What follows belongs to an exercise in optimizing a design on an open flow for small area, a short achievable clock period and few clock cycles per item; a production flow would make more cautious choices.
Where RTL was checked, it was by simulation tests only, not by an equivalence proof against the original.
Only the layout flow was run in runs 1 to 6; the RTL was not checked for function there.
No activity file was given, so power comes from the tool's default toggle rates.

`flow/design.v`:
```
module ethernet_ipv4_header_classifier (
  input  logic         clk,
  input  logic         rst_n,
  input  logic         in_tvalid,
  output logic         in_tready,
  input  logic [7:0]   in_tdata,
  input  logic         in_tlast,
  output logic         out_tvalid,
  input  logic         out_tready,
  output logic [127:0] out_tdata
);
  logic [16:0] lc_r;         
  logic        lo_r;         
  logic [4:0]  c5_r;         
  logic [1:0]  et_r;         
  logic        a4_r;         
  logic [1:0]  pr_r;         
  logic [3:0]  doff_r;
  logic [6:0]  q_r;          
  logic        pk_r;         
  logic        p13_r;        
  logic [31:0] src_r, dst_r;
  logic [7:0]  ttl_r;
  logic [15:0] sport_r, dport_r;
  logic        acc_o, dec_o, aok_o, pok_o;
  logic [2:0]  cls_o;
  logic        ov_r, skv_r, itr_r;
  logic [2:0]  sk_cls;       
  logic [7:0] d;
  logic fire, mid, last13, res_now, ev, out_free, to_out, sk_move;
  assign d        = in_tdata;
  assign fire     = in_tvalid && itr_r;
  assign mid      = fire && !in_tlast;
  assign last13   = fire && in_tlast && p13;
  assign res_now  = fire && in_tlast && !p13;
  assign ev       = res_now || p13_r;
  assign out_free = !ov_r || out_tready;
  assign to_out   = ev && out_free;
  assign sk_move  = skv_r && out_tready;
  logic [5:0] cnt;
  logic       clo;
  logic p12, p13, p14, p22, p23, psrc, pdst, pge14;
  assign cnt   = ov_r ? {1'b0, c5_r} : lc_r[5:0];
  assign clo   = ov_r || lo_r;
  assign p12   = clo && cnt == 6'd13;
  assign p13   = clo && cnt == 6'd14;
  assign p14   = clo && cnt == 6'd15;
  assign p22   = clo && cnt == 6'd23;
  assign p23   = clo && cnt == 6'd24;
  assign psrc  = clo && cnt >= 6'd27 && cnt <= 6'd30;
  assign pdst  = clo && cnt >= 6'd31 && cnt <= 6'd34;
  assign pge14 = !clo || cnt >= 6'd15;
  logic t1, t2, t3, t4, t13;
  assign t1  = q_r == 7'd1;
  assign t2  = q_r == 7'd2;
  assign t3  = q_r == 7'd3;
  assign t4  = q_r == 7'd4;
  assign t13 = q_r == 7'd13;
  logic ge, e4, ea, e6, r_aok, r_acc, r_dec;
  logic [2:0] r_cls;
  assign e4    = et_r == 2'b01;
  assign ea    = et_r == 2'b10;
  assign e6    = et_r == 2'b11;
  assign ge    = pge14 || p13_r;
  assign r_aok = a4_r && !q_r[6];
  assign r_cls[2] = ge && !e4 || r_aok && pr_r == 2'b00;
  assign r_cls[1] = ge && !e4 && !ea || r_aok && pr_r[1];
  assign r_cls[0] = ge && !e4 && !e6 || r_aok && pr_r[0];
  assign r_acc = ge && !e4 || r_aok;
  assign r_dec = ge && ea || r_aok;
  logic [6:0] q1;
  logic pk_nxt;
  assign q1 = (q_r == 7'd63) ? q_r : q_r + 7'd1;
  assign pk_nxt = a4_r && !q1[6] &&
                  (pr_r == 2'b01 && doff_r >= 4'd5 && q1[5:0] >= {doff_r, 2'b00} ||
                   pr_r == 2'b10 && q1[5:3] != 3'd0);
  always_ff @(posedge clk) begin
    if (!rst_n) begin
      a4_r <= 1'b0;
      q_r  <= 7'h40;
      pk_r <= 1'b0;
    end else if (fire) begin
      pk_r <= !in_tlast && pk_nxt;
      if (in_tlast) begin
        a4_r <= 1'b0;
        q_r  <= 7'h40;
      end else if (p14 && d[3:0] >= 4'd5) begin
        a4_r <= e4 && d[7:4] == 4'd4;
        q_r  <= 7'd2 - {1'b0, d[3:0], 2'b00};
      end else if (q_r != 7'd63) begin
        q_r <= q_r + 7'd1;
      end
    end
  end
  always_ff @(posedge clk) begin
    if (!rst_n) begin
      lc_r <= 17'd1;
      lo_r <= 1'b1;
      c5_r <= 5'd1;
    end else begin
      if (!ov_r) begin
        if (mid) begin
          if (!lc_r[16]) lc_r <= lc_r + 17'd1;
          if (lc_r[5:0] == 6'd63) lo_r <= 1'b0;
        end
      end else if (out_tready) begin
        lc_r <= {12'd0, c5_r + {4'd0, mid}};
        lo_r <= 1'b1;
      end
      if (ov_r && !out_tready) begin
        if (mid) c5_r <= c5_r + 5'd1;
      end else begin
        c5_r <= 5'd1;
      end
    end
  end
  always_ff @(posedge clk) begin
    if (fire) begin
      if (p12) et_r <= {d == 8'h86, d == 8'h08};
      if (p13) et_r <= (e4 && d == 8'h00) ? 2'b01 :
                       (e4 && d == 8'h06) ? 2'b10 :
                       (ea && d == 8'hDD) ? 2'b11 : 2'b00;
      if (p23) pr_r <= (d == 8'd6)  ? 2'b01 :
                       (d == 8'd17) ? 2'b10 :
                       (d == 8'd1)  ? 2'b11 : 2'b00;
      if (t13) doff_r <= d[7:4];
    end
  end
  always_ff @(posedge clk) begin
    if (sk_move || (to_out && !r_aok)) begin
      src_r <= '0;
      dst_r <= '0;
      ttl_r <= '0;
    end else if (fire) begin
      if (p22)  ttl_r <= d;
      if (psrc) src_r <= {src_r[23:0], d};
      if (pdst) dst_r <= {dst_r[23:0], d};
    end
    if (sk_move || (to_out && !pk_r)) begin
      sport_r <= '0;
      dport_r <= '0;
    end else if (fire) begin
      if (t1) sport_r[15:8] <= d;
      if (t2) sport_r[7:0]  <= d;
      if (t3) dport_r[15:8] <= d;
      if (t4) dport_r[7:0]  <= d;
    end
  end
  always_ff @(posedge clk) begin
    if (sk_move) begin
      cls_o <= sk_cls;
      acc_o <= sk_cls[2];
      dec_o <= sk_cls[2] && !sk_cls[1];
      aok_o <= 1'b0;
      pok_o <= 1'b0;
    end else if (to_out) begin
      cls_o <= r_cls;
      acc_o <= r_acc;
      dec_o <= r_dec;
      aok_o <= r_aok;
      pok_o <= pk_r;
    end
    if (ev && !out_free) sk_cls <= r_cls;
  end
  logic ov_nxt, skv_nxt, blk_nxt;
  assign ov_nxt  = ov_r && !out_tready || skv_r || ev;
  assign skv_nxt = skv_r ? !out_tready : ev && ov_r && !out_tready;
  assign blk_nxt = ov_r && !out_tready && (mid ? c5_r >= 5'd22 : c5_r >= 5'd23);
  always_ff @(posedge clk) begin
    if (!rst_n) begin
      ov_r  <= 1'b0;
      skv_r <= 1'b0;
      itr_r <= 1'b1;
      p13_r <= 1'b0;
    end else begin
      ov_r  <= ov_nxt;
      skv_r <= skv_nxt;
      itr_r <= !skv_nxt && !blk_nxt && !last13;
      p13_r <= last13;
    end
  end
  assign in_tready  = itr_r;
  assign out_tvalid = ov_r;
  assign out_tdata  = {lc_r, dport_r, sport_r, pok_o, ttl_r, dst_r, src_r,
                       aok_o, dec_o, cls_o, acc_o};
endmodule
```
`flow/flow/run.sh`:
```
#!/bin/bash
# Standard synthesis, then the standard layout with plain buffers on the ports and
# without the delay cells as buffers.
set -uo pipefail
bash standard.sh synth > synth.log 2>&1 || exit 1
export BUFFER_PORTS_ARGS="-buffer_cell sky130_fd_sc_hd__buf_2"
export DONT_USE_CELLS="sky130_fd_sc_hd__clkdlybuf4s15_1 sky130_fd_sc_hd__clkdlybuf4s15_2 sky130_fd_sc_hd__clkdlybuf4s18_1 sky130_fd_sc_hd__clkdlybuf4s18_2 sky130_fd_sc_hd__clkdlybuf4s25_1 sky130_fd_sc_hd__clkdlybuf4s25_2 sky130_fd_sc_hd__clkdlybuf4s50_1 sky130_fd_sc_hd__clkdlybuf4s50_2 sky130_fd_sc_hd__dlygate4sd1_1 sky130_fd_sc_hd__dlygate4sd2_1 sky130_fd_sc_hd__dlygate4sd3_1 sky130_fd_sc_hd__dlymetal6s2s_1 sky130_fd_sc_hd__dlymetal6s4s_1 sky130_fd_sc_hd__dlymetal6s6s_1"
bash standard.sh > layout.log 2>&1
```
`flow/standard.sh`:
```
#!/bin/bash
# synth_recipe.tcl (not shown) runs the flow's synth.tcl, then flattens the netlist and writes it again
# the make line also repeats each setting of config.mk as NAME=value (left out here)
make -C /OpenROAD-flow-scripts/flow DESIGN_CONFIG=/design/flow/config.mk WORK_HOME=/design/flow/orfs CLKGATE_MAP_FILE= SYNTH_SCRIPT=/design/flow/synth_recipe.tcl "${@:-finish}"
```
`flow/config.mk`:
```
export PLATFORM = sky130hd
export DESIGN_NAME = ethernet_ipv4_header_classifier
export DESIGN_NICKNAME = ethernet_ipv4_header_classifier
export VERILOG_FILES = /design/flow/design.v
export SDC_FILE = /design/flow/constraint.sdc
export NUM_CORES = 4
export LEC_CHECK = 0
export CAP_MARGIN = 20
export CORE_MARGIN = 2
export CORE_UTILIZATION = 40
export SETUP_SLACK_MARGIN = 3.3
export SLEW_MARGIN = 20
```
`flow/constraint.sdc`:
```
create_clock -name core_clock -period 5.5 [get_ports {clk}]
set_input_delay 1.1000 -clock core_clock [delete_from_list [all_inputs] [get_ports {clk}]]
set_output_delay 1.1000 -clock core_clock [all_outputs]
set_load 0.01 [all_outputs]
```
==> results.json, run 1 <==
{
  "p_leak_uw": 0.00423,
  "cts_tree": "done",
  "seq_area_frac_synth_pct": 45.0,
  "finalWirelength_um": 21100,
  "synth_area_sq_um": 7380,
  "synth_cell_types": 69,
  "dieArea_sq_um": 19600,
  "drive_gt1_share_pct": 38.0,
  "async_flop_share_pct": 0,
  "syn_area_per_cell_sq_um": 9.53,
  "gr-total-overflow": 0,
  "cts_buffers": 17,
  "dr.pass1.iters": 5,
  "maxCapViolCount": 0,
  "critical_path.endpoint_type": "output port",
  "fin_nets": 969,
  "peakVddDrop_mv": 0.223,
  "drv_slew": 0,
  "status": "no timing/DRC/antenna violations",
  "grt_usage_pct": 21.1,
  "finalSetupViolations": 0,
  "vias": 6270,
  "ant_nets": 0,
  "fin_worst_skew_ns": 0.00906,
  "tightest_slew_ns": 0.837,
  "syn_to_final_growth_pct": 36.0,
  "gp_congestion": 0.867,
  "cp-start-kind": "register",
  "clock_sinks": 158,
  "initial_core_util_pct": 41.0,
  "vias_per_cell": 5.31,
  "period_share_pct": 41.2,
  "ys.flop_type": "dfxtp_1",
  "path_clk_slew_ns": 0.07,
  "cp.required_ns": 4.40,
  "arrival_ns": 1.17,
  "core_area_sq_um": 18000,
  "powerDensity_nw_per_um2": 265,
  "hold_start": "src_r[29]",
  "grt_max_degree": 33,
  "drc": 0,
  "first_global_vias": 5914,
  "syn_inst": 775,
  "grt_pass1_wl_um": 32900,
  "root_buffer": "clkbuf_16",
  "min_period_ns": 2.27,
  "dpl.hpwl_um": 12700,
  "port_buffers": 142,
  "insertion_delay_ns": 0.43,
  "h-tree-depth": 4,
  "n_antenna_cell": 0,
  "num_rows": 49,
  "hold_class": "reg -> reg",
  "synth_nets": 805,
  "drt_iter0_drc": 393,
  "yosys_warnings": 1,
  "dp_slack_ns": 2.35,
  "setup_tns_ns": 0,
  "antenna_found_initial": 0,
  "io_pins": 143,
  "post_drt_wl_per_cell_um": 17.9,
  "timing.rr.start": "ov_r",
  "crit_type": "reg -> out",
  "setup_slack_ns": 3.23,
  "die-height_um": 140,
  "die_w_um": 140,
  "slew_headroom_pct": 43.7,
  "critPathMaxFanout": 7,
  "crit_start": "ov_r",
  "finalHoldViolCount": 0,
  "cts.path.max_buffers": 2,
  "fmax_mhz": 441,
  "yosys_register_bits": 158,
  "synth_edf_count": 16,
  "rsz0062_at_grt": "true"
}
==> state kept, by name (all words and copies together) (netlist names), 2 cells and up <==
signal   count
dst_r       32
doff_r       4
pr_r         2
sport_r     16
q_r          7
lc_r        17
sk_cls       3
et_r         2
dport_r     16
src_r       32
cls_o        3
ttl_r        8
c5_r         5
==> through the flow <==
step / total power, uW / util (%) / area, sq um / cells / hold WS, ns
after floorplan: 1290 / - / 7570 / 775 / 0.447
after global placement: 1320 / 45.6 / 8220 / 1098 / 0.469
after detailed placement: 1320 / 45.6 / 8220 / 1098 / 0.471
after CTS: 2670 / 52.8 / 9510 / 1163 / 0.485
after global routing: 2750 / 55.7 / 10000 / 1181 / 0.519
final: 2670 / 55.7 / 10000 / 1181 / 0.485
==> cell families after synthesis <==
kind of cell / Yosys count / share of synthesized area [%]
simple gates: 299 / 19.9
flops: 158 / 45.0
mux: 120 / 16.4
compound gates: 88 / 8.44
buf+inv: 76 / 5.42
xor+xnor: 17 / 2.02
fa+ha+maj: 17 / 2.88
==> worst paths after layout <==
path / slack, ns / cells after the start / endpoint
max: 3.23 / 3 / out_tvalid
min: 0.48 / 2 / src_r[29]
max reg2reg: 3.24 / 9 / dst_r[4]
min reg2reg: 0.48 / 2 / src_r[29]
==> timing repair <==
action	in CTS	in global routing
hold endpoints to repair	0	0
hold buffers	0	0
resized for setup	61	85
gates cloned	11	4
pin swaps	20	28
setup endpoints to repair	143	131
buffers inserted	22	14
==> cell usage in the layout, fill, tap and decap left out, types with 4 or more instances in the layout <==
master and instances:
nand4_1 7, nor2b_1 5, nand2b_1 7, mux2i_4 6, bufinv_16 4, inv_1 17, nor2_2 35, o21ai_0 11
edfxtp_1 16, and3_1 4, nand3_1 28, inv_6 4, buf_2 139, dfxtp_4 6, buf_6 14, a21oi_1 15
clkbuf_16 20, ha_4 5, dfxtp_2 12, nor2_4 11, nor4_1 6, mux2_2 5, nor2_1 101, dfxtp_1 124
or2_2 5, nand2_1 45, ha_1 12, a31oi_1 7, o21ai_1 5, nand3b_1 7, xnor2_1 5, buf_12 6
buf_4 27, xor2_1 11, nor3_1 7, buf_16 8, mux2i_1 107
==> final cells by class <==
type	count	area, sq um
inverter	21	92.6
clock buffer	18	439
timing repair buffer	200	1570
sequential	158	3360
fill	1636	7990
clock inverter	14	204
multi-input combinational	541	4090
tap	229	287
==> routing by layer <==
layer / global-route usage (%) / part of all wire [%]
met5: 0 / 0
met4: 5.84 / 1.4
met3: 5.68 / 5.6
met2: 34.0 / 47
met1: 28.1 / 46
==> where the power goes <==
| part | internal, uW | switching (uW) | leakage, uW |
|---|---|---|---|
| clock | 783 | 518 | 0.000316 |
| combinational | 81.3 | 108 | 0.00261 |
| sequential | 1170 | 8.27 | 0.00130 |
| total | 2030 | 635 | 0.00423 |
==> Yosys cell counts (all sizes together) (6+ instances only) <==
cell	n	area share, %
nor2	147	8.5
dfxtp	142	39
mux2i	114	15
nand2	46	2.3
buf	29	3.0
nand3	29	2.0
clkbuf	26	1.3
inv	21	1.1
o21ai	21	1.6
a21oi	17	1.2
ha	17	2.9
edfxtp	16	6.5
xor2	11	1.3
nand2b	8	0.68
nor3	8	0.54
a31oi	7	0.59
and3	7	0.59
nand3b	7	0.71
nand4	7	0.59
mux2	6	0.92
nor4	6	0.51
xnor2	6	0.71
==> worst max-delay path, cell delays in order (launching register included) <==
cell	delay (ns)
dfxtp_4	0.35
buf_12	0.13
buf_4	0.13
buf_2	0.13
==> run 2: changes to the inputs <==
--- a/flow/config.mk
+++ b/flow/config.mk
@@ -10,3 +10,3 @@
 export CORE_UTILIZATION = 40
-export SETUP_SLACK_MARGIN = 3.3
+export SETUP_SLACK_MARGIN = 3.15
 export SLEW_MARGIN = 20
==> results.json, run 2 <==
{
  "status": "no timing/DRC/antenna violations",
  "synth.most_common_cell": "dfxtp_1",
  "syn_area_per_cell_sq_um": 9.53,
  "grt_usage_pct": 20.0,
  "finalPower_uw": 2510,
  "syn_to_final_growth_pct": 29.7,
  "cts_tree": "done",
  "hold_start": "sport_r[14]",
  "drive_gt1_share_pct": 34.5,
  "layout_commonest_cell": "buf_2",
  "synth_cell_types": 69,
  "dp_cells": 1099,
  "fmax_mhz": 426,
  "dpl.hpwl_um": 12800,
  "powerDensity_nw_per_um2": 262,
  "io_pins": 143,
  "stdcell_count": 1174,
  "root_buffer": "clkbuf_16",
  "cp-start-kind": "primary input",
  "cts.path.max_buffers": 2,
  "synth_common_cells": "dfxtp_1, nor2_1, mux2i_1",
  "synth_edf_count": 16,
  "synth_nets": 805,
  "gp_congestion": 0.851,
  "slew_headroom_pct": 36.8,
  "min_period_ns": 2.35,
  "post_drt_wl_per_cell_um": 17.7,
  "syn_inst": 775,
  "ant_nets": 0,
  "ys.flop_type": "dfxtp_1",
  "h-tree-depth": 4,
  "antenna_found_initial": 0,
  "vias_per_cell": 5.30,
  "n_antenna_cell": 0,
  "clock_sinks": 158,
  "timing.rr.start": "ov_r",
  "insertion_delay_ns": 0.43,
  "tightest_slew_ns": 0.946,
  "largestRegisters": "dst_r: 32 flops, src_r: 32 flops, lc_r: 17 flops",
  "grt_max_degree": 33,
  "seq_area_frac_synth_pct": 45.0,
  "finalHoldViolCount": 0,
  "cts_buffers": 17,
  "period_share_pct": 42.7,
  "vias": 6226,
  "gr-total-overflow": 0,
  "hold_class": "reg -> reg",
  "cp.required_ns": 5.79,
  "finalWirelength_um": 20700,
  "peakVddDrop_mv": 0.214,
  "finish.utilization_pct": 53.1,
  "dr.pass1.iters": 6,
  "finalSetupViolations": 0,
  "path_clk_slew_ns": 0.07,
  "synth_top_area_share_pct": 38.5,
  "dieArea_sq_um": 19600,
  "grt_pass1_wl_um": 31400,
  "yosysTopAreaCell": "dfxtp_1",
  "die_w_um": 140,
  "arrival_ns": 2.64,
  "p_leak_uw": 0.00407,
  "drt_iter0_drc": 404,
  "num_rows": 49,
  "port_buffers": 142,
  "critPathMaxFanout": 4,
  "rsz0062_at_grt": "true",
  "fin_worst_skew_ns": 0.0112,
  "drv_slew": 0,
  "async_flop_share_pct": 0,
  "critical_path.endpoint_type": "register",
  "mostFrequentLayoutCells": "buf_2, dfxtp_1, mux2i_1",
  "crit_start": "in_tvalid",
  "setup_tns_ns": 0,
  "die-height_um": 140,
  "core_area_sq_um": 18000,
  "synth_area_sq_um": 7380,
  "regToRegSetupSlack_ns": 3.17,
  "first_global_vias": 5728,
  "yosys_warnings": 1,
  "maxCapViolCount": 0,
  "initial_core_util_pct": 41.0,
  "crit_type": "in -> reg",
  "synthTopCellsByArea": "dfxtp_1, mux2i_1, edfxtp_1, nor2_1, ha_1",
  "yosys_register_bits": 158,
  "drc": 0,
  "fin_nets": 962
}
## run 2: per-stage QoR
stage,hold WS (ns),cell area [sq um],setup slack (ns)
6_report,0.490,9580,3.15
5_1_grt,0.515,9580,3.09
4_1_cts,0.494,8980,3.15
3_5_place_dp,0.475,8210,1.96
3_3_place_gp,0.469,8210,2.00
2_1_floorplan,0.447,7540,2.97
## run 2: critical path, stage by stage
cell	delay [ns]
buf_2	0.13
nand3b_1	0.23
clkinv_4	0.12
buf_12	0.14
ha_4	0.16
ha_4	0.16
buf_4	0.13
xnor2_1	0.15
o32ai_1	0.11
a22oi_1	0.15
nor2_1	0.05
## run 2: layout make-up
class	count	area (sq um)
Clock buffer	18	439
Inverter	21	88.8
Timing Repair Buffer	191	1320
Tap cell	229	287
Sequential cell	158	3350
Fill cell	1678	8450
Clock inverter	14	146
Multi-Input combinational cell	543	3950
## run 2: power breakdown
| group | total (uW) | internal, uW | switching, uW | leakage, uW |
|---|---|---|---|---|
| sequential | 1180 | 1170 | 10.0 | 0.00130 |
| clock | 1160 | 617 | 542 | 0.000290 |
| combinational | 172 | 69.7 | 102 | 0.00248 |
## run 2: per-layer routing
| layer | vias to the layer above | wire length (um) | track usage (%) |
|---|---|---|---|
| li1 | 3029 | - | - |
| met1 | 2999 | 9750 | 27.9 |
| met2 | 180 | 9500 | 30.5 |
| met3 | 18 | 1280 | 5.64 |
| met4 | 0 | 215 | 5.16 |
| met5 | - | 0 | 0 |
## run 2: final timing paths
check,depth (start not counted),endpoint
setup / recovery,11,lc_r[2]
hold / removal,2,sport_r[14]
setup reg to reg,7,ttl_r[6]
hold reg to reg,2,sport_r[14]
## run 2: timing repair
action,CTS,global route
resized for setup,17,73
hold endpoints to repair,0,0
hold buffers,0,0
setup buffers,9,21
pin swaps,4,13
gates cloned,3,10
setup endpoints to repair,127,132
## run 2: logic make-up (layout without fill, tap and decap cells)
group	after synthesis	in the layout	synth area share, %
AO/OA/AOI/OAI	88	90	8.44
XOR/XNOR	17	17	2.02
adder cells (fa/ha/maj)	17	17	2.88
buffers and inverters	76	244	5.42
flip-flops	158	158	45.0
multiplexers	120	120	16.4
AND/OR/NAND/NOR	299	299	19.9
==> run 3: changes to the inputs <==
--- a/flow/design.v
+++ b/flow/design.v
@@ -12,4 +12,3 @@
   logic [16:0] lc_r;         
-  logic        lo_r;         
-  logic [4:0]  c5_r;         
+  logic [5:0]  sp_r;         
   logic [1:0]  et_r;         
@@ -39,15 +38,11 @@
   assign sk_move  = skv_r && out_tready;
-  logic [5:0] cnt;
-  logic       clo;
   logic p12, p13, p14, p22, p23, psrc, pdst, pge14;
-  assign cnt   = ov_r ? {1'b0, c5_r} : lc_r[5:0];
-  assign clo   = ov_r || lo_r;
-  assign p12   = clo && cnt == 6'd13;
-  assign p13   = clo && cnt == 6'd14;
-  assign p14   = clo && cnt == 6'd15;
-  assign p22   = clo && cnt == 6'd23;
-  assign p23   = clo && cnt == 6'd24;
-  assign psrc  = clo && cnt >= 6'd27 && cnt <= 6'd30;
-  assign pdst  = clo && cnt >= 6'd31 && cnt <= 6'd34;
-  assign pge14 = !clo || cnt >= 6'd15;
+  assign p12   = sp_r == 6'd12;
+  assign p13   = sp_r == 6'd13;
+  assign p14   = sp_r == 6'd14;
+  assign p22   = sp_r == 6'd22;
+  assign p23   = sp_r == 6'd23;
+  assign psrc  = sp_r >= 6'd26 && sp_r <= 6'd29;
+  assign pdst  = sp_r >= 6'd30 && sp_r <= 6'd33;
+  assign pge14 = sp_r >= 6'd14;
   logic t1, t2, t3, t4, t13;
@@ -97,18 +92,13 @@
       lc_r <= 17'd1;
-      lo_r <= 1'b1;
-      c5_r <= 5'd1;
+      sp_r <= 6'd0;
     end else begin
       if (!ov_r) begin
-        if (mid) begin
-          if (!lc_r[16]) lc_r <= lc_r + 17'd1;
-          if (lc_r[5:0] == 6'd63) lo_r <= 1'b0;
-        end
+        if (mid && !lc_r[16]) lc_r <= lc_r + 17'd1;
       end else if (out_tready) begin
-        lc_r <= {12'd0, c5_r + {4'd0, mid}};
-        lo_r <= 1'b1;
+        lc_r <= {11'd0, sp_r + {5'd0, mid} + 6'd1};
       end
-      if (ov_r && !out_tready) begin
-        if (mid) c5_r <= c5_r + 5'd1;
-      end else begin
-        c5_r <= 5'd1;
+      if (sk_move || to_out) begin
+        sp_r <= 6'd0;
+      end else if (mid && sp_r != 6'd63) begin
+        sp_r <= sp_r + 6'd1;
       end
@@ -167,3 +157,3 @@
   assign skv_nxt = skv_r ? !out_tready : ev && ov_r && !out_tready;
-  assign blk_nxt = ov_r && !out_tready && (mid ? c5_r >= 5'd22 : c5_r >= 5'd23);
+  assign blk_nxt = ov_r && !out_tready && (mid ? sp_r >= 6'd21 : sp_r >= 6'd22);
   always_ff @(posedge clk) begin
--- a/flow/config.mk
+++ b/flow/config.mk
@@ -10,3 +10,3 @@
 export CORE_UTILIZATION = 40
-export SETUP_SLACK_MARGIN = 3.15
+export SETUP_SLACK_MARGIN = 3.3
 export SLEW_MARGIN = 20
==> results.json, run 3 <==
{
  "status": "no timing/DRC/antenna violations",
  "setup_tns_ns": 0,
  "cts_hold_buf": 0,
  "port_buffers": 142,
  "drv_slew": 0,
  "async_flop_share_pct": 0,
  "cp-start-kind": "register",
  "slew_headroom_pct": 54.9,
  "fmax_mhz": 444,
  "synth_common_cells": "dfxtp_1, nor2_1, mux2i_1",
  "hold_class": "reg -> reg",
  "finalHoldViolCount": 0,
  "crit_type": "reg -> reg",
  "hold_depth": 2,
  "drt_iter0_drc": 246,
  "critPathMaxFanout": 4,
  "vias_per_cell": 5.15,
  "ant_nets": 0,
  "synth_nets": 759,
  "synth_top_area_share_pct": 40.0,
  "syn_to_final_growth_pct": 27.6,
  "synth_edf_count": 16,
  "maxCapViolCount": 0,
  "rr_worst_depth": 10,
  "period_share_pct": 40.9,
  "dr.pass1.iters": 5,
  "root_buffer": "clkbuf_16",
  "grt_pass1_wl_um": 29000,
  "antenna_found_initial": 0,
  "min_period_ns": 2.25,
  "post_drt_wl_per_cell_um": 16.6,
  "drc": 0,
  "insertion_delay_ns": 0.43,
  "vias": 5698,
  "gr-total-overflow": 0,
  "path_clk_slew_ns": 0.06,
  "powerDensity_nw_per_um2": 270,
  "hold_start": "pok_o",
  "largestRegisters": "dst_r: 32 flops, src_r: 32 flops, lc_r: 17 flops",
  "cp_cell_sequence": "ha_4 > nand3_4 > or3_4 > nand2_4 > ha_4 > nor2b_1 > o211ai_1 > a21oi_2 > a31o_2 > o311a_1",
  "grt_usage_pct": 19.9,
  "num_rows": 48,
  "mostFrequentLayoutCells": "buf_2, nor2_1, dfxtp_1",
  "die-height_um": 137,
  "fin_worst_skew_ns": 0.0136,
  "synth_area_sq_um": 7110,
  "synthTopCellsByArea": "dfxtp_1, mux2i_1, nor2_1, edfxtp_1, ha_1",
  "finish.utilization_pct": 52.3,
  "crit_top_cell": "ha_4",
  "finalSetupViolations": 0,
  "cts_buffers": 17,
  "initial_core_util_pct": 41.0,
  "regToRegSetupSlack_ns": 3.25,
  "tightest_slew_ns": 0.675,
  "arrival_ns": 2.56,
  "synth.most_common_cell": "dfxtp_1",
  "dieArea_sq_um": 18900,
  "gp_congestion": 0.824,
  "cts.path.max_buffers": 2,
  "ys.flop_type": "dfxtp_1",
  "die_w_um": 137,
  "timing.rr.start": "q_r[0]",
  "yosysTopAreaCell": "dfxtp_1",
  "layout_commonest_cell": "buf_2",
  "dpl.hpwl_um": 11700,
  "n_antenna_cell": 0,
  "peakVddDrop_mv": 0.236,
  "r2r-end": "pk_r",
  "synth_cell_types": 64,
  "drive_gt1_share_pct": 30.4,
  "cp.required_ns": 5.81,
  "fin_nets": 900,
  "h-tree-depth": 4,
  "crit_slowest_cell": "or3_4",
  "io_pins": 143,
  "slowest_delay_ns": 0.38,
  "grt_max_degree": 51,
  "critical_path.endpoint_type": "register",
  "seq_area_frac_synth_pct": 46.7,
  "min_to": "pok_o",
  "clock_sinks": 158,
  "first_global_vias": 5430,
  "rsz0062_at_grt": "true",
  "yosys_warnings": 1,
  "finalWirelength_um": 18400,
  "yosys_register_bits": 158,
  "crit_start": "q_r[0]",
  "core_area_sq_um": 17400,
  "syn_inst": 727,
  "p_leak_uw": 0.00409,
  "syn_area_per_cell_sq_um": 9.78,
  "cts_tree": "done"
}
==> run 3: worst max-delay path by stage <==
stage | endpoint | slack [ns]
CTS | pk_r | 3.21
global route | pk_r | 3.16
floorplan | src_r[10] | 3.13
global placement | src_r[26] | 2.26
finish | pk_r | 3.25
detailed placement | dst_r[30] | 2.20
==> run 3: worst max-delay path, delay by kind of cell (launching register included) <==
kind	cells	cell delay, ns
adder cells (fa/ha/maj)	2	0.34
AO/OA/AOI/OAI	4	0.76
AND/OR/NAND/NOR	4	0.67
flip-flops	1	0.37
==> run 3: area by class of cell <==
| class | instances | area, sq um |
|---|---|---|
| flip-flops and latches | 158 | 3350 |
| inverters | 21 | 86.3 |
| fillers | 1588 | 8280 |
| clock inverters | 13 | 120 |
| repair buffers | 168 | 1050 |
| multi-input cells | 502 | 3730 |
| well taps | 225 | 282 |
| clock buffers | 19 | 453 |
==> run 3: repair_timing <==
action / CTS / global route
gates cloned: 4 / 1
resized for setup: 37 / 17
endpoints found under the hold margin: 0 / 0
setup endpoints to repair: 128 / 126
pin swaps: 13 / 15
setup buffers: 16 / 5
==> run 3: report_power, final <==
part	internal (uW)	switching, uW	total, uW
sequential	1170	7.08	1170
combinational	46.4	88.0	134
clock	619	521	1140
total	1830	616	2450
==> run 3: through the flow <==
stage | total power (uW) | hold WS (ns) | worst slack [ns] | instance area [sq um] | instances
global route | 2540 | 0.489 | 3.16 | 9070 | 1106
finish | 2450 | 0.453 | 3.25 | 9070 | 1106
CTS | 2470 | 0.457 | 3.21 | 8940 | 1100
detailed placement | 1320 | 0.448 | 2.20 | 8000 | 1048
global placement | 1320 | 0.449 | 2.26 | 8000 | 1048
floorplan | 1290 | 0.426 | 3.13 | 7330 | 727
==> run 3: layer usage <==
layer,part of all wire (%),track usage [%],vias to the layer above
met5,0,0,-
met4,1.0,5.50,0
met3,6.8,6.81,11
met2,45,30.4,158
met1,47,26.8,2703
li1,-,-,2826
==> run 3: kinds of logic after synthesis <==
| group | synth area share, % |
|---|---|
| AO/OA/AOI/OAI | 8.27 |
| XOR/XNOR | 2.83 |
| adder cells (fa/ha/maj) | 3.34 |
| buffers and inverters | 5.26 |
| flip-flops | 46.7 |
| multiplexers | 15.5 |
| AND/OR/NAND/NOR | 18.0 |
==> run 4: changes to the inputs <==
--- a/flow/config.mk
+++ b/flow/config.mk
@@ -7,2 +7,3 @@
 export LEC_CHECK = 0
+export ABC_AREA = 1
 export CAP_MARGIN = 20
==> results.json, run 4 <==
{
  "cts_tree": "done",
  "timing.rr.start": "q_r[1]",
  "path_clk_slew_ns": 0.06,
  "dpl.hpwl_um": 13800,
  "insertion_delay_ns": 0.42,
  "grt_usage_pct": 20.6,
  "drt_iter0_drc": 454,
  "hold_class": "reg -> reg",
  "synth_area_sq_um": 7350,
  "clock_sinks": 158,
  "rsz0062_at_grt": "true",
  "hold_ws_ns": 0.459,
  "crit_start": "itr_r",
  "initial_core_util_pct": 40.9,
  "seq_area_frac_synth_pct": 45.2,
  "crit_type": "reg -> out",
  "syn_area_per_cell_sq_um": 7.61,
  "path_buf_inv": 1,
  "synth_common_cells": "nand2_1, dfxtp_1, nor2_1",
  "slowest_delay_ns": 0.44,
  "n_antenna_cell": 0,
  "endpoint": "in_tready",
  "first_global_vias": 6063,
  "p_leak_uw": 0.00410,
  "synth_edf_count": 16,
  "crit_slowest_cell": "dfxtp_1",
  "maxCapViolCount": 0,
  "num_rows": 49,
  "setup_slack_ns": 3.37,
  "yosys_register_bits": 158,
  "dieArea_sq_um": 19500,
  "grt_max_degree": 65,
  "syn_inst": 966,
  "die_w_um": 140,
  "finalSetupViolations": 0,
  "cp.required_ns": 4.40,
  "vias": 6767,
  "period_share_pct": 38.8,
  "gr-total-overflow": 0,
  "port_buffers": 142,
  "cp-start-kind": "register",
  "ys.flop_type": "dfxtp_1",
  "root_buffer": "clkbuf_16",
  "vias_per_cell": 5.01,
  "grt_pass1_wl_um": 32400,
  "drive_gt1_share_pct": 25.8,
  "io_pins": 143,
  "min_period_ns": 2.13,
  "cts_hold_buf": 0,
  "arrival_ns": 1.03,
  "gp_congestion": 0.855,
  "finalHoldViolCount": 0,
  "layout_commonest_cell": "nand2_1",
  "core_area_sq_um": 18000,
  "critPathMaxFanout": 2,
  "critical_path.endpoint_type": "output port",
  "cts.path.max_buffers": 2,
  "peakVddDrop_mv": 0.213,
  "tightest_slew_ns": 0.554,
  "dr.pass1.iters": 5,
  "fin_nets": 1141,
  "dp_slack_ns": 2.33,
  "async_flop_share_pct": 0,
  "cp_top_family": "flip-flops",
  "synth_cell_types": 48,
  "setup_tns_ns": 0,
  "fin_worst_skew_ns": 0.0121,
  "status": "no timing/DRC/antenna violations",
  "antenna_found_initial": 0,
  "drv_slew": 0,
  "slew_headroom_pct": 63.0,
  "largestRegisters": "dst_r: 32 flops, src_r: 32 flops, lc_r: 17 flops",
  "rr_worst_depth": 14,
  "yosys_warnings": 1,
  "regToRegSetupSlack_ns": 3.47,
  "crit_cells": 1,
  "finalWirelength_um": 20300,
  "fmax_mhz": 469,
  "synth_top_area_share_pct": 38.7,
  "yosysTopAreaCell": "dfxtp_1",
  "drc": 0,
  "synth.most_common_cell": "nand2_1",
  "r2r-end": "pk_r",
  "synth_nets": 998,
  "die-height_um": 140,
  "syn_to_final_growth_pct": 26.3,
  "mostFrequentLayoutCells": "nand2_1, buf_2, dfxtp_1",
  "cp_cell_sequence": "buf_2",
  "h-tree-depth": 4,
  "cts_buffers": 17,
  "synthTopCellsByArea": "dfxtp_1, nand2_1, a21oi_1, edfxtp_1, nor2_1",
  "post_drt_wl_per_cell_um": 15.0,
  "powerDensity_nw_per_um2": 279,
  "ant_nets": 0
}
## run 4: cell count changes after synthesis, sizes merged, moves of 8 or more
cell / previous run / this run
buf: 39 / 24
o21ai: 23 / 50
clkbuf: 10 / 24
nor2: 141 / 113
nand2: 28 / 205
mux2i: 107 / 0
inv: 21 / 93
o211ai: 2 / 28
nand3: 14 / 44
or2: 2 / 25
a21oi: 21 / 115
and3: 9 / 1
## run 4: worst register-to-register path, delay by kind of cell, from the launching register on
kind            cells  cell delay [ns]
simple gates        9             0.89
buf+inv             2             0.13
fa+ha+maj           2             0.45
compound gates      1             0.10
flops               1             0.40
## run 4: area by class of cell
class | count | area [sq um]
fillers | 1795 | 8680
flip-flops and latches | 158 | 3340
well taps | 229 | 287
multi-input cells | 667 | 3610
inverters | 94 | 379
clock inverters | 12 | 150
repair buffers | 171 | 1050
clock buffers | 20 | 467
## run 4: metal layers
metal | up-vias | global-route usage [%] | share of wire, %
met5 | - | 0 | 0
met4 | 0 | 4.47 | 0.60
met3 | 11 | 4.20 | 5.7
met2 | 162 | 33.0 | 46
met1 | 3113 | 28.9 | 47
li1 | 3481 | - | -
## run 4: metrics by stage
stage                     cells  instance area (sq um)  total power, uW  utilization (%)
after floorplan             966                   7470             1320                -
after global placement     1295                   8270             1370             46.0
after detailed placement   1295                   8270             1370             46.0
after CTS                  1335                   9080             2610             50.5
after global routing       1351                   9280             2690             51.7
final                      1351                   9280             2590             51.7
## run 4: where the power goes
part	internal [uW]	switching (uW)
Combinational	59.6	120
Clock	719	502
Sequential	1180	15.9
## run 4: cells by family after synthesis
kind of cell | Yosys count | synth area share, %
compound gates | 210 | 16.8
xor+xnor | 11 | 1.31
fa+ha+maj | 19 | 3.24
buf+inv | 142 | 7.99
flops | 158 | 45.2
simple gates | 426 | 25.4
## run 4: worst min-delay path by stage
stage	startpoint	end	depth (start not counted)
after floorplan	aok_o	aok_o	2
after global placement	ttl_r[4]	ttl_r[4]	2
after detailed placement	sport_r[9]	sport_r[9]	2
after CTS	sport_r[9]	sport_r[9]	2
after global routing	ttl_r[2]	ttl_r[2]	2
final	sport_r[1]	sport_r[1]	2
## run 4: repair_timing
action / CTS / global route
resized for setup: 27 / 24
endpoints found under the setup margin: 118 / 113
cloned: 3 / 1
setup buffers: 5 / 15
pin swaps: 3 / 4
==> run 5: changes to the inputs <==
--- a/flow/config.mk
+++ b/flow/config.mk
@@ -7,3 +7,2 @@
 export LEC_CHECK = 0
-export ABC_AREA = 1
 export CAP_MARGIN = 20
@@ -11,3 +10,3 @@
 export CORE_UTILIZATION = 40
-export SETUP_SLACK_MARGIN = 3.3
+export SETUP_SLACK_MARGIN = 3.15
 export SLEW_MARGIN = 20
==> results.json, run 5 <==
{
  "status": "no timing/DRC/antenna violations",
  "synth_cell_types": 64,
  "setup_slack_ns": 3.16,
  "ant_nets": 0,
  "syn_inst": 727,
  "slew_headroom_pct": 42.9,
  "powerDensity_nw_per_um2": 282,
  "async_flop_share_pct": 0,
  "critical_path.endpoint_type": "register",
  "p_leak_uw": 0.00400,
  "crit_type": "reg -> reg",
  "fillers": 1606,
  "layout_commonest_cell": "buf_2",
  "drc": 0,
  "rr_worst_depth": 9,
  "grt_usage_pct": 18.9,
  "insertion_delay_ns": 0.44,
  "synth_nets": 759,
  "grt_pass1_wl_um": 27400,
  "final_cell_area_sq_um": 8780,
  "dp_cells": 1049,
  "drt-met1-wl_um": 8300,
  "port_buffers": 142,
  "io_pins": 143,
  "cp-start-kind": "register",
  "die_w_um": 137,
  "n_antenna_cell": 0,
  "rsz0062_at_grt": "true",
  "yosys_warnings": 1,
  "placed_area_sq_um": 7930,
  "grt_max_degree": 54,
  "timing.rr.start": "q_r[3]",
  "cts_tree": "done",
  "synth_area_sq_um": 7110,
  "stdcell_count": 1094,
  "mostFrequentLayoutCells": "buf_2, nor2_1, dfxtp_1",
  "hold_depth": 2,
  "tightest_slew_ns": 0.849,
  "initial_core_util_pct": 41.0,
  "synth_edf_count": 16,
  "vias_per_cell": 5.07,
  "first_global_vias": 5065,
  "die-height_um": 137,
  "cts.path.max_buffers": 2,
  "synth_common_cells": "dfxtp_1, nor2_1, mux2i_1",
  "syn_area_per_cell_sq_um": 9.78,
  "met3_length_um": 1110,
  "dr.pass1.iters": 4,
  "synth.most_common_cell": "dfxtp_1",
  "synthTopCellsByArea": "dfxtp_1, mux2i_1, nor2_1, edfxtp_1, ha_1",
  "post_drt_wl_per_cell_um": 15.9,
  "largestRegisters": "dst_r: 32 flops, src_r: 32 flops, lc_r: 17 flops",
  "period_share_pct": 42.6,
  "fin_worst_skew_ns": 0.0214,
  "gr-total-overflow": 0,
  "fmax_mhz": 427,
  "root_buffer": "clkbuf_16",
  "maxCapViolCount": 0,
  "antenna_found_initial": 0,
  "synth_top_area_share_pct": 40.0,
  "path_clk_slew_ns": 0.07,
  "gp_congestion": 0.846,
  "clock_sinks": 158,
  "drive_gt1_share_pct": 27.5,
  "h-tree-depth": 4,
  "cts_hold_buf": 0,
  "crit_start": "q_r[3]",
  "yosys_register_bits": 158,
  "core_area_sq_um": 17400,
  "vias": 5544,
  "dp_slack_ns": 2.23,
  "seq_area_frac_synth_pct": 46.7,
  "arrival_ns": 2.65,
  "min_period_ns": 2.34,
  "ys.flop_type": "dfxtp_1",
  "finalSetupViolations": 0,
  "finalPower_uw": 2480,
  "hold_class": "reg -> reg",
  "finalWirelength_um": 17400,
  "drv_slew": 0,
  "fin_nets": 888,
  "yosysTopAreaCell": "dfxtp_1",
  "dieArea_sq_um": 18900,
  "top_layer": "met4",
  "critPathMaxFanout": 6,
  "cts_buffers": 17,
  "drt_iter0_drc": 224,
  "finalHoldViolCount": 0,
  "wl_met2_um": 7750,
  "peakVddDrop_mv": 0.222,
  "setup_tns_ns": 0,
  "cp.required_ns": 5.81,
  "num_rows": 48,
  "hold_start": "aok_o",
  "dpl.hpwl_um": 11500,
  "syn_to_final_growth_pct": 23.5
}
## run 5: cell count changes in the layout (fill, tap and decap cells not counted), sizes merged, moves of 13 or more
| cell | delta |
|---|---|
| nand2 | -177 |
| mux2i | +107 |
| a21oi | -94 |
| inv | -68 |
| nand3 | -30 |
| nor2 | +27 |
| o211ai | -26 |
| o21ai | -26 |
| or2 | -23 |
| buf | -13 |
## run 5: per-layer routing
metal / global-route usage [%] / up-vias
met4: 6.87 / 0
li1: - / 2792
met1: 25.3 / 2608
met2: 28.4 / 130
met5: 0 / -
met3: 6.11 / 14
## run 5: where the power goes
| group | leakage (uW) | switching [uW] | internal [uW] |
|---|---|---|---|
| Clock | 0.000292 | 539 | 648 |
| Sequential | 0.00130 | 8.64 | 1170 |
| Combinational | 0.00241 | 79.2 | 37.0 |
## run 5: cell families (layout without fill, tap and decap cells)
family          Yosys count  count (layout)  share of synthesized area (%)
simple gates            265             265                           18.0
flops                   158             158                           46.7
mux                     110             110                           15.5
compound gates           82              83                           8.27
buf+inv                  70             211                           5.26
xor+xnor                 23              23                           2.83
fa+ha+maj                19              19                           3.34
## run 5: area by class of cell
class,count,area (sq um),share of cell area [%]
sequential,158,3340,38.0
tap,225,282,3.20
multi-input combinational,500,3590,40.9
timing repair buffer,158,895,10.2
clock buffer,17,425,4.84
inverter,21,78.8,0.897
clock inverter,15,173,1.97
## run 5: repair_timing
item,in CTS,in global routing
pin swaps,6,7
setup endpoints to repair,98,110
gates resized for setup,17,16
setup buffers,5,7
gates cloned,1,0
## run 5: worst paths after layout
check        slack [ns]    end
min reg2reg        0.45  aok_o
min                0.45  aok_o
max                3.16   pk_r
max reg2reg        3.16   pk_r
## run 5: worst max-delay path, cell delays in order (launching register included)
cell,delay [ns]
dfxtp_1,0.48
nand3_4,0.14
or3_4,0.43
nand2_4,0.08
ha_4,0.19
nor2b_1,0.12
o211ai_1,0.21
a21oi_2,0.09
a31o_2,0.21
o311a_1,0.28
## run 5: metrics by stage
| stage | util, % | hold WS [ns] |
|---|---|---|
| floorplan | - | 0.426 |
| global placement | 45.7 | 0.440 |
| detailed placement | 45.7 | 0.441 |
| CTS | 49.9 | 0.452 |
| global route | 50.6 | 0.462 |
| finish | 50.6 | 0.449 |
==> run 6: changes to the inputs <==
--- a/flow/config.mk
+++ b/flow/config.mk
@@ -7,2 +7,3 @@
 export LEC_CHECK = 0
+export ABC_CLOCK_PERIOD_IN_PS = 2000
 export CAP_MARGIN = 20
@@ -10,3 +11,3 @@
 export CORE_UTILIZATION = 40
-export SETUP_SLACK_MARGIN = 3.15
+export SETUP_SLACK_MARGIN = 3.3
 export SLEW_MARGIN = 20
==> results.json, run 6 <==
{
  "status": "no timing/DRC/antenna violations",
  "vias_per_cell": 5.15,
  "min_period_ns": 2.25,
  "dpl.hpwl_um": 11700,
  "crit_type": "reg -> reg",
  "first_global_vias": 5430,
  "seq_area_frac_synth_pct": 46.7,
  "n_antenna_cell": 0,
  "finalSetupViolations": 0,
  "insertion_delay_ns": 0.43,
  "drt_iter0_drc": 246,
  "finalHoldViolCount": 0,
  "hold_class": "reg -> reg",
  "synth_xor_area_share_pct": 2.83,
  "final_cell_area_sq_um": 9070,
  "dp_slack_ns": 2.20,
  "p_leak_uw": 0.00409,
  "post_drt_wl_per_cell_um": 16.6,
  "synth_cell_types": 64,
  "tightest_slew_ns": 0.675,
  "powerDensity_nw_per_um2": 270,
  "async_flop_share_pct": 0,
  "num_rows": 48,
  "path_clk_slew_ns": 0.06,
  "synthTopCellsByArea": "dfxtp_1, mux2i_1, nor2_1, edfxtp_1, ha_1",
  "syn_inst": 727,
  "synth_top_family_by_area": "simple AND/OR/NAND/NOR gates",
  "cts_tree": "done",
  "synth.mux.area_fraction_pct": 15.5,
  "port_buffers": 142,
  "ant_nets": 0,
  "synth_area_sq_um": 7110,
  "synth_common_cells": "dfxtp_1, nor2_1, mux2i_1",
  "hold_depth": 2,
  "dieArea_sq_um": 18900,
  "synth.most_common_cell": "dfxtp_1",
  "cts_buffers": 17,
  "critPathMaxFanout": 4,
  "setup_slack_ns": 3.25,
  "synth_nets": 759,
  "layout_commonest_cell": "buf_2",
  "dr.pass1.iters": 5,
  "syn_area_per_cell_sq_um": 9.78,
  "ys.flop_type": "dfxtp_1",
  "setup_tns_ns": 0,
  "drive_gt1_share_pct": 30.4,
  "cts.path.max_buffers": 2,
  "maxCapViolCount": 0,
  "cp-start-kind": "register",
  "yosys_warnings": 1,
  "clock_sinks": 158,
  "die-height_um": 137,
  "root_buffer": "clkbuf_16",
  "slew_headroom_pct": 54.9,
  "fin_nets": 900,
  "yosys.area_share.simple_pct": 18.0,
  "arrival_ns": 2.56,
  "finalWirelength_um": 18400,
  "yosys_register_bits": 158,
  "placed_area_sq_um": 8000,
  "finish.utilization_pct": 52.3,
  "critical_path.endpoint_type": "register",
  "gp_congestion": 0.824,
  "grt_max_degree": 51,
  "cts_hold_buf": 0,
  "cp.required_ns": 5.81,
  "vias": 5698,
  "largestRegisters": "dst_r: 32 flops, src_r: 32 flops, lc_r: 17 flops",
  "rsz0062_at_grt": "true",
  "synth-adder-area-share_pct": 3.34,
  "syn_to_final_growth_pct": 27.6,
  "grt_pass1_wl_um": 29000,
  "fmax_mhz": 444,
  "period_share_pct": 40.9,
  "finalPower_uw": 2450,
  "initial_core_util_pct": 41.0,
  "gr-total-overflow": 0,
  "grt_usage_pct": 19.9,
  "antenna_found_initial": 0,
  "io_pins": 143,
  "mostFrequentLayoutCells": "buf_2, nor2_1, dfxtp_1",
  "h-tree-depth": 4,
  "yosysTopAreaCell": "dfxtp_1",
  "peakVddDrop_mv": 0.236,
  "drc": 0,
  "synth_compound_area_share_pct": 8.27,
  "drv_slew": 0,
  "rr_worst_depth": 10,
  "synth_top_area_share_pct": 40.0,
  "core_area_sq_um": 17400,
  "die_w_um": 137,
  "fin_worst_skew_ns": 0.0136,
  "synth_edf_count": 16
}
## run 6: path summary, 6_finish.rpt
check | from | end | slack [ns]
setup / recovery | q_r[0] | pk_r | 3.25
hold / removal | pok_o | pok_o | 0.45
setup reg to reg | q_r[0] | pk_r | 3.25
hold reg to reg | pok_o | pok_o | 0.45
## run 6: kinds of logic after synthesis
family | Yosys count
buffers and inverters | 70
xor gates and xnor gates | 23
and+or+nand+nor | 265
muxes | 110
AOI/OAI and AO/OA | 82
adders and majority gates | 19
DFF | 158
## run 6: timing repair
action                                  4_1_cts  5_1_grt
pin swaps                                    13       15
buffers inserted                             16        5
endpoints found under the hold margin         0        0
gates resized for setup                      37       17
endpoints found under the setup margin      128      126
gates cloned                                  4        1
## run 6: final cells by class
class                   instances  area [sq um]
well taps                     225           282
flip-flops and latches        158          3350
inverters                      21          86.3
fillers                      1588          8280
multi-input cells             502          3730
clock inverters                13           120
repair buffers                168          1050
clock buffers                  19           453
## run 6: worst max-delay path, stage by stage, from the launching register on
cell and delay, ns:
dfxtp_4 0.37, ha_4 0.15, nand3_4 0.08, or3_4 0.38, nand2_4 0.08, ha_4 0.19
nor2b_1 0.13, o211ai_1 0.20, a21oi_2 0.08, a31o_2 0.21, o311a_1 0.27
## run 6: per-stage QoR
step,instances,hold WS (ns)
global route,1106,0.489
detailed placement,1048,0.448
global placement,1048,0.449
finish,1106,0.453
CTS,1100,0.457
floorplan,727,0.426
## run 6: per-layer routing
layer  global-route usage (%)  vias up  routed length [um]
met4                     5.50        0                 192
met1                     26.8     2703                8570
li1                         -     2826                   -
met5                        0        -                   0
met3                     6.81       11                1260
met2                     30.4      158                8360
## run 6: where the power goes
group          internal (uW)  switching, uW  leakage (uW)
registers               1170           7.08       0.00130
clock network            619            521      0.000278
logic                   46.4           88.0       0.00252
total                   1830            616       0.00409
==> run 7: changes to the inputs <==
--- a/flow/design.v
+++ b/flow/design.v
@@ -16,3 +16,4 @@
   logic [1:0]  pr_r;         
-  logic [3:0]  doff_r;
+  logic [3:0]  thm_r;        
+  logic        tok_r;        
   logic [6:0]  q_r;          
@@ -65,8 +66,6 @@
   assign r_dec = ge && ea || r_aok;
-  logic [6:0] q1;
   logic pk_nxt;
-  assign q1 = (q_r == 7'd63) ? q_r : q_r + 7'd1;
-  assign pk_nxt = a4_r && !q1[6] &&
-                  (pr_r == 2'b01 && doff_r >= 4'd5 && q1[5:0] >= {doff_r, 2'b00} ||
-                   pr_r == 2'b10 && q1[5:3] != 3'd0);
+  assign pk_nxt = pk_r || a4_r && !q_r[6] &&
+                  (pr_r == 2'b01 && tok_r && q_r[5:2] == thm_r && q_r[1:0] == 2'b11 ||
+                   pr_r == 2'b10 && q_r[5:0] == 6'd7);
   always_ff @(posedge clk) begin
@@ -115,3 +114,6 @@
                        (d == 8'd1)  ? 2'b11 : 2'b00;
-      if (t13) doff_r <= d[7:4];
+      if (t13) begin
+        thm_r <= d[7:4] - 4'd1;
+        tok_r <= d[7:4] >= 4'd5;
+      end
     end
--- a/flow/config.mk
+++ b/flow/config.mk
@@ -7,3 +7,3 @@
 export LEC_CHECK = 0
-export ABC_CLOCK_PERIOD_IN_PS = 2000
+export ABC_AREA = 1
 export CAP_MARGIN = 20
==> results.json, run 7 <==
{
  "status": "no timing/DRC/antenna violations",
  "crit_cells": 1,
  "cp_top_family": "flip-flops",
  "pwr-share-clk_pct": 48.1,
  "die-height_um": 138,
  "drv_slew": 0,
  "finalSetupViolations": 0,
  "seq_area_frac_synth_pct": 46.4,
  "critPathMaxFanout": 6,
  "ys.flop_type": "dfxtp_1",
  "port_buffers": 142,
  "cts_tree": "done",
  "vias_per_cell": 5.26,
  "slew_headroom_pct": 56.2,
  "drive_gt1_share_pct": 21.6,
  "synth_cell_types": 39,
  "rsz0062_at_grt": "true",
  "yosys_warnings": 1,
  "root_buffer": "clkbuf_16",
  "grt_pass1_wl_um": 33000,
  "drc": 0,
  "cts_buffers": 17,
  "antenna_found_initial": 0,
  "finalHoldViolCount": 0,
  "fin_worst_skew_ns": 0.0100,
  "drt_iter0_drc": 598,
  "arrival_ns": 1.05,
  "period_share_pct": 39.1,
  "cts.path.max_buffers": 2,
  "cp_cell_sequence": "buf_2",
  "grt_usage_pct": 21.1,
  "power_switching_share_pct": 25.4,
  "drt-met1-wl_um": 10000,
  "top_layer": "met4",
  "cp-start-kind": "register",
  "met3_length_um": 1110,
  "p_sw_uw": 684,
  "tightest_slew_ns": 0.655,
  "die_w_um": 138,
  "rr_worst_depth": 10,
  "syn_inst": 969,
  "peakVddDrop_mv": 0.232,
  "hold_depth": 2,
  "yosysTopAreaCell": "dfxtp_1",
  "min_period_ns": 2.15,
  "fmax_mhz": 465,
  "p_int_uw": 2000,
  "fin_nets": 1123,
  "timing.rr.start": "sp_r[1]",
  "vias": 7017,
  "dr.pass1.iters": 5,
  "slowest_delay_ns": 0.44,
  "h-tree-depth": 4,
  "initial_core_util_pct": 40.5,
  "dieArea_sq_um": 19100,
  "core_area_sq_um": 17800,
  "yosys_register_bits": 159,
  "synth_nets": 999,
  "crit_slowest_cell": "dfxtp_1",
  "async_flop_share_pct": 0,
  "wl_met2_um": 9760,
  "layout_commonest_cell": "nand2_1",
  "synth_top_area_share_pct": 39.4,
  "first_global_vias": 6160,
  "synth_common_cells": "nand2_1, dfxtp_1, a21oi_1",
  "finalWirelength_um": 21200,
  "path_clk_slew_ns": 0.07,
  "synth.most_common_cell": "nand2_1",
  "crit_start": "lc_r[5]",
  "insertion_delay_ns": 0.43,
  "clock_sinks": 159,
  "setup_tns_ns": 0,
  "synth_edf_count": 17,
  "crit_type": "reg -> out",
  "path_buf_inv": 1,
  "ant_nets": 0,
  "num_rows": 49,
  "p_seq_share_pct": 44.7,
  "gp_congestion": 0.834,
  "p_leak_uw": 0.00382,
  "hold_class": "reg -> reg",
  "post_drt_wl_per_cell_um": 15.9,
  "power_frac_comb_pct": 7.2,
  "io_pins": 143,
  "syn_to_final_growth_pct": 24.8,
  "cp.required_ns": 4.40,
  "maxCapViolCount": 0,
  "hold_start": "src_r[28]",
  "largestRegisters": "dst_r: 32 flops, src_r: 32 flops, lc_r: 17 flops",
  "mostFrequentLayoutCells": "nand2_1, dfxtp_1, buf_2",
  "synthTopCellsByArea": "dfxtp_1, nand2_1, a21oi_1, nand3_1, edfxtp_1",
  "dpl.hpwl_um": 14000,
  "cts_hold_buf": 0,
  "synth_area_sq_um": 7220,
  "powerDensity_nw_per_um2": 298,
  "grt_max_degree": 74,
  "syn_area_per_cell_sq_um": 7.45,
  "n_antenna_cell": 0,
  "critical_path.endpoint_type": "output port",
  "placed_area_sq_um": 8080,
  "final_cell_area_sq_um": 9010,
  "gr-total-overflow": 0
}
## run 7: cell count changes after synthesis, sizes merged, moves of 8 or more
cell | previous run | this run
nand3 | 14 | 115
mux2i | 107 | 0
clkbuf | 10 | 22
buf | 39 | 31
inv | 21 | 70
a21oi | 21 | 133
nand2 | 28 | 240
or2 | 2 | 10
nor2 | 141 | 70
nand4 | 14 | 35
## run 7: timing repair
item,CTS,global route
pin swaps,1,4
buffers inserted,0,5
resized for setup,18,22
gates cloned,1,4
endpoints found under the setup margin,102,121
## run 7: worst paths after layout
| path | end | slack (ns) |
|---|---|---|
| max | out_tdata[116] | 3.35 |
| min reg2reg | src_r[28] | 0.46 |
| min | src_r[28] | 0.46 |
| max reg2reg | src_r[11] | 3.51 |
## run 7: layout make-up
type | instances | area [sq um]
clock buffer | 19 | 453
clock inverter | 13 | 189
fill | 1741 | 8830
inverter | 72 | 273
multi-input combinational | 687 | 3530
sequential | 159 | 3360
tap | 229 | 287
timing repair buffer | 156 | 918
## run 7: cell families (layout without fill, tap and decap cells)
kind of cell | after synthesis | after routing | share of synthesized area (%)
buf+inv | 125 | 260 | 7.14
fa+ha+maj | 17 | 17 | 2.95
flops | 159 | 159 | 46.4
compound gates | 172 | 172 | 12.6
simple gates | 486 | 488 | 29.6
xor+xnor | 10 | 10 | 1.21
## run 7: layer usage
metal / vias up / GRT usage [%]
li1: 3499 / -
met2: 215 / 32.4
met5: - / 0
met3: 25 / 3.84
met1: 3278 / 30.4
met4: 0 / 5.96
## run 7: metrics by stage
step                      utilization (%)  hold WS [ns]  setup slack [ns]  total power, uW  cells
after global routing                 50.5         0.479              3.28             2770   1335
after floorplan                         -         0.443              3.24             1350    969
after detailed placement             45.3         0.450              2.26             1390   1293
after global placement               45.3         0.447              2.28             1390   1293
final                                50.5         0.458              3.35             2690   1335
after CTS                            49.3         0.459              3.24             2690   1326
## run 7: power groups by stage
stage | clock, uW | combinational, uW | sequential, uW
after global routing | 1360 | 211 | 1200
after floorplan | 0 | 123 | 1220
after CTS | 1320 | 173 | 1200
after detailed placement | 0 | 168 | 1230
final | 1290 | 192 | 1200
after global placement | 0 | 168 | 1230
Testbench counts of run 7, summed over its fixed seeds: cycles 308,813, bytes 308,670.
==> run 8: changes to the inputs <==
--- a/flow/config.mk
+++ b/flow/config.mk
@@ -11,3 +11,4 @@
 export CORE_UTILIZATION = 40
-export SETUP_SLACK_MARGIN = 3.3
+export CTS_BUF_LIST = sky130_fd_sc_hd__clkbuf_8
+export SETUP_SLACK_MARGIN = 3.4
 export SLEW_MARGIN = 20
==> results.json, run 8 <==
{
  "status": "no timing/DRC/antenna violations",
  "synth_top_area_share_pct": 39.4,
  "cp_cell_sequence": "buf_4 > inv_4 > nor2_2 > nand2_1 > nand2_2 > nand2_4 > o21ai_4 > buf_12 > bufbuf_16 > a21oi_1",
  "dr.pass1.iters": 5,
  "crit_type": "in -> reg",
  "syn_area_per_cell_sq_um": 7.45,
  "drv_slew": 0,
  "num_rows": 49,
  "setup_slack_ns": 3.43,
  "synth_top_family_by_area": "simple AND/OR/NAND/NOR gates",
  "synth_area_sq_um": 7220,
  "peakVddDrop_mv": 0.150,
  "synth_common_cells": "nand2_1, dfxtp_1, a21oi_1",
  "tightest_slew_ns": 0.616,
  "gp_congestion": 0.880,
  "synth-adder-area-share_pct": 2.95,
  "cp_top_family": "buffers and inverters",
  "syn_inst": 969,
  "cp.required_ns": 5.86,
  "io_pins": 143,
  "period_share_pct": 37.6,
  "die_w_um": 138,
  "finalPower_uw": 2310,
  "maxCapViolCount": 0,
  "critical_path.endpoint_type": "register",
  "finish.utilization_pct": 51.3,
  "dieArea_sq_um": 19100,
  "dp_slack_ns": 2.01,
  "vias_per_cell": 5.17,
  "port_buffers": 142,
  "slowest_delay_ns": 0.30,
  "grt_max_degree": 38,
  "stdcell_count": 1353,
  "fin_worst_skew_ns": 0.0136,
  "cts_tree": "done",
  "grt_pass1_wl_um": 33400,
  "layout_commonest_cell": "nand2_1",
  "min_period_ns": 2.07,
  "fin_nets": 1142,
  "root_buffer": "clkbuf_8",
  "cts_buffers": 17,
  "insertion_delay_ns": 0.46,
  "seq_area_frac_synth_pct": 46.4,
  "yosysTopAreaCell": "dfxtp_1",
  "hold_depth": 2,
  "dpl.hpwl_um": 14100,
  "cp-start-kind": "primary input",
  "drt_iter0_drc": 654,
  "finalWirelength_um": 21300,
  "synthTopCellsByArea": "dfxtp_1, nand2_1, a21oi_1, nand3_1, edfxtp_1",
  "ant_nets": 0,
  "slew_headroom_pct": 58.6,
  "post_drt_wl_per_cell_um": 15.8,
  "vias": 6993,
  "arrival_ns": 2.43,
  "largestRegisters": "dst_r: 32 flops, src_r: 32 flops, lc_r: 17 flops",
  "path_clk_slew_ns": 0.09,
  "drc": 0,
  "mostFrequentLayoutCells": "nand2_1, buf_2, a21oi_1",
  "first_global_vias": 6180,
  "synth.mux.area_fraction_pct": 0,
  "synth_edf_count": 17,
  "yosys_warnings": 1,
  "finalSetupViolations": 0,
  "ys.flop_type": "dfxtp_1",
  "synth_nets": 999,
  "grt_usage_pct": 21.5,
  "hold_start": "sport_r[5]",
  "rsz0062_at_grt": "true",
  "cts.path.max_buffers": 2,
  "synth_xor_area_share_pct": 1.21,
  "yosys.area_share.simple_pct": 29.6,
  "path_buf_inv": 4,
  "h-tree-depth": 4,
  "yosys_register_bits": 159,
  "async_flop_share_pct": 0,
  "critPathMaxFanout": 18,
  "finalHoldViolCount": 0,
  "drive_gt1_share_pct": 30.4,
  "hold_class": "reg -> reg",
  "min_to": "sport_r[5]",
  "p_leak_uw": 0.00389,
  "timing.rr.start": "sp_r[1]",
  "core_area_sq_um": 17800,
  "antenna_found_initial": 0,
  "regToRegSetupSlack_ns": 3.52,
  "synth_compound_area_share_pct": 12.6,
  "crit_slowest_cell": "bufbuf_16",
  "n_antenna_cell": 0,
  "gr-total-overflow": 0,
  "synth.most_common_cell": "nand2_1",
  "initial_core_util_pct": 40.5,
  "clock_sinks": 159,
  "die-height_um": 138,
  "dp_cells": 1293,
  "synth_cell_types": 39,
  "r2r-end": "dst_r[18]",
  "fmax_mhz": 483,
  "setup_tns_ns": 0,
  "rr_worst_depth": 10,
  "syn_to_final_growth_pct": 26.7,
  "powerDensity_nw_per_um2": 253
}
-- run 8: cell counts after synthesis --
Identical to the previous run, type by type.
-- run 8: stage by stage --
| step | hold WS, ns | cell area (sq um) |
|---|---|---|
| 4_1_cts | 0.463 | 8830 |
| 6_report | 0.465 | 9150 |
| 3_5_place_dp | 0.451 | 8120 |
| 3_3_place_gp | 0.445 | 8120 |
| 2_1_floorplan | 0.443 | 7360 |
| 5_1_grt | 0.471 | 9150 |
-- run 8: cells by family after synthesis --
family	Yosys count
simple gates	486
xor+xnor	10
compound gates	172
flops	159
buf+inv	125
fa+ha+maj	17
-- run 8: how the worst max path moves through the flow --
stage               depth (start not counted)         to        start
floorplan                                  12    lc_r[2]    in_tvalid
global placement                           10  src_r[25]    in_tvalid
detailed placement                         10   src_r[8]    in_tvalid
CTS                                         1  in_tready        itr_r
global route                                8    et_r[1]  in_tdata[4]
finish                                     10  dst_r[18]     in_tlast
-- run 8: routing by layer --
layer | up-vias | global-route usage, % | part of all wire (%)
met5 | - | 0 | 0
met4 | 0 | 6.66 | 1.6
met2 | 185 | 33.2 | 46
li1 | 3554 | - | -
met1 | 3224 | 30.6 | 47
met3 | 30 | 4.02 | 4.9
-- run 8: layout make-up --
type	count	area (sq um)
fill	1812	8690
multi-input combinational	688	3570
sequential	159	3470
timing repair buffer	174	1130
tap	229	287
inverter	72	285
clock buffer	19	262
clock inverter	12	146
-- run 8: repair_timing --
action,CTS,global route
endpoints found under the setup margin,146,180
pin swaps,2,3
hold buffers,0,0
setup buffers,4,19
cloned,4,2
gates resized for setup,61,75
-- run 8: worst min-delay path, stage by stage, from the launching register on --
cell     delay [ns]
dfxtp_1        0.32
nand2_1        0.06
a21oi_1        0.05
-- run 8: report_power, final --
group          switching [uW]  internal, uW  total [uW]  leakage (uW)
combinational             137          69.7         207       0.00233
sequential               15.1          1180        1200       0.00135
clock                     473           438         910      0.000210

## port drivers added, routing unchanged
How much do the figures lean on ideal ports? The routed layouts below were timed once more, with nothing changed but the port constraints. Step 1 (the two cells are an assumption about what drives the block):
set clk [get_ports {clk}]
set_driving_cell -lib_cell sky130_fd_sc_hd__clkbuf_16 $clk
set_driving_cell -lib_cell sky130_fd_sc_hd__buf_2 [delete_from_list [all_inputs] $clk]
Step 2 adds t to the input delays and takes it off the output delays; t is the mean of the earliest and latest rising clock arrival at the registers after step 1. Input paths then give back, and output paths get back, about the clock's delay inside the block. Slacks: ideal / step 1 / step 2; pairs: ideal / step 1.
run | t (ns) | slack for setup (ns) | latest minus earliest clock arrival (ns)
run 1 | 0.471 | 3.234 / 3.192 / 2.808 | 0.010 / 0.010
run 2 | 0.470 | 3.152 / 3.152 / 2.700 | 0.011 / 0.011
run 3 | 0.463 | 3.250 / 3.250 / 2.855 | 0.015 / 0.015
run 4 | 0.461 | 3.366 / 3.323 / 2.909 | 0.013 / 0.013
run 5 | 0.478 | 3.160 / 3.160 / 2.761 | 0.021 / 0.021
run 6 | 0.463 | 3.250 / 3.250 / 2.855 | 0.015 / 0.015
run 7 | 0.474 | 3.350 / 3.306 / 2.922 | 0.010 / 0.010
run 8 | 0.494 | 3.430 / 3.392 / 2.942 | 0.014 / 0.014
After both steps setup and hold are still met in every run listed. The setup slack of run 8, which loses most, moves by -0.038 ns with the drivers and by -0.488 ns with both steps.
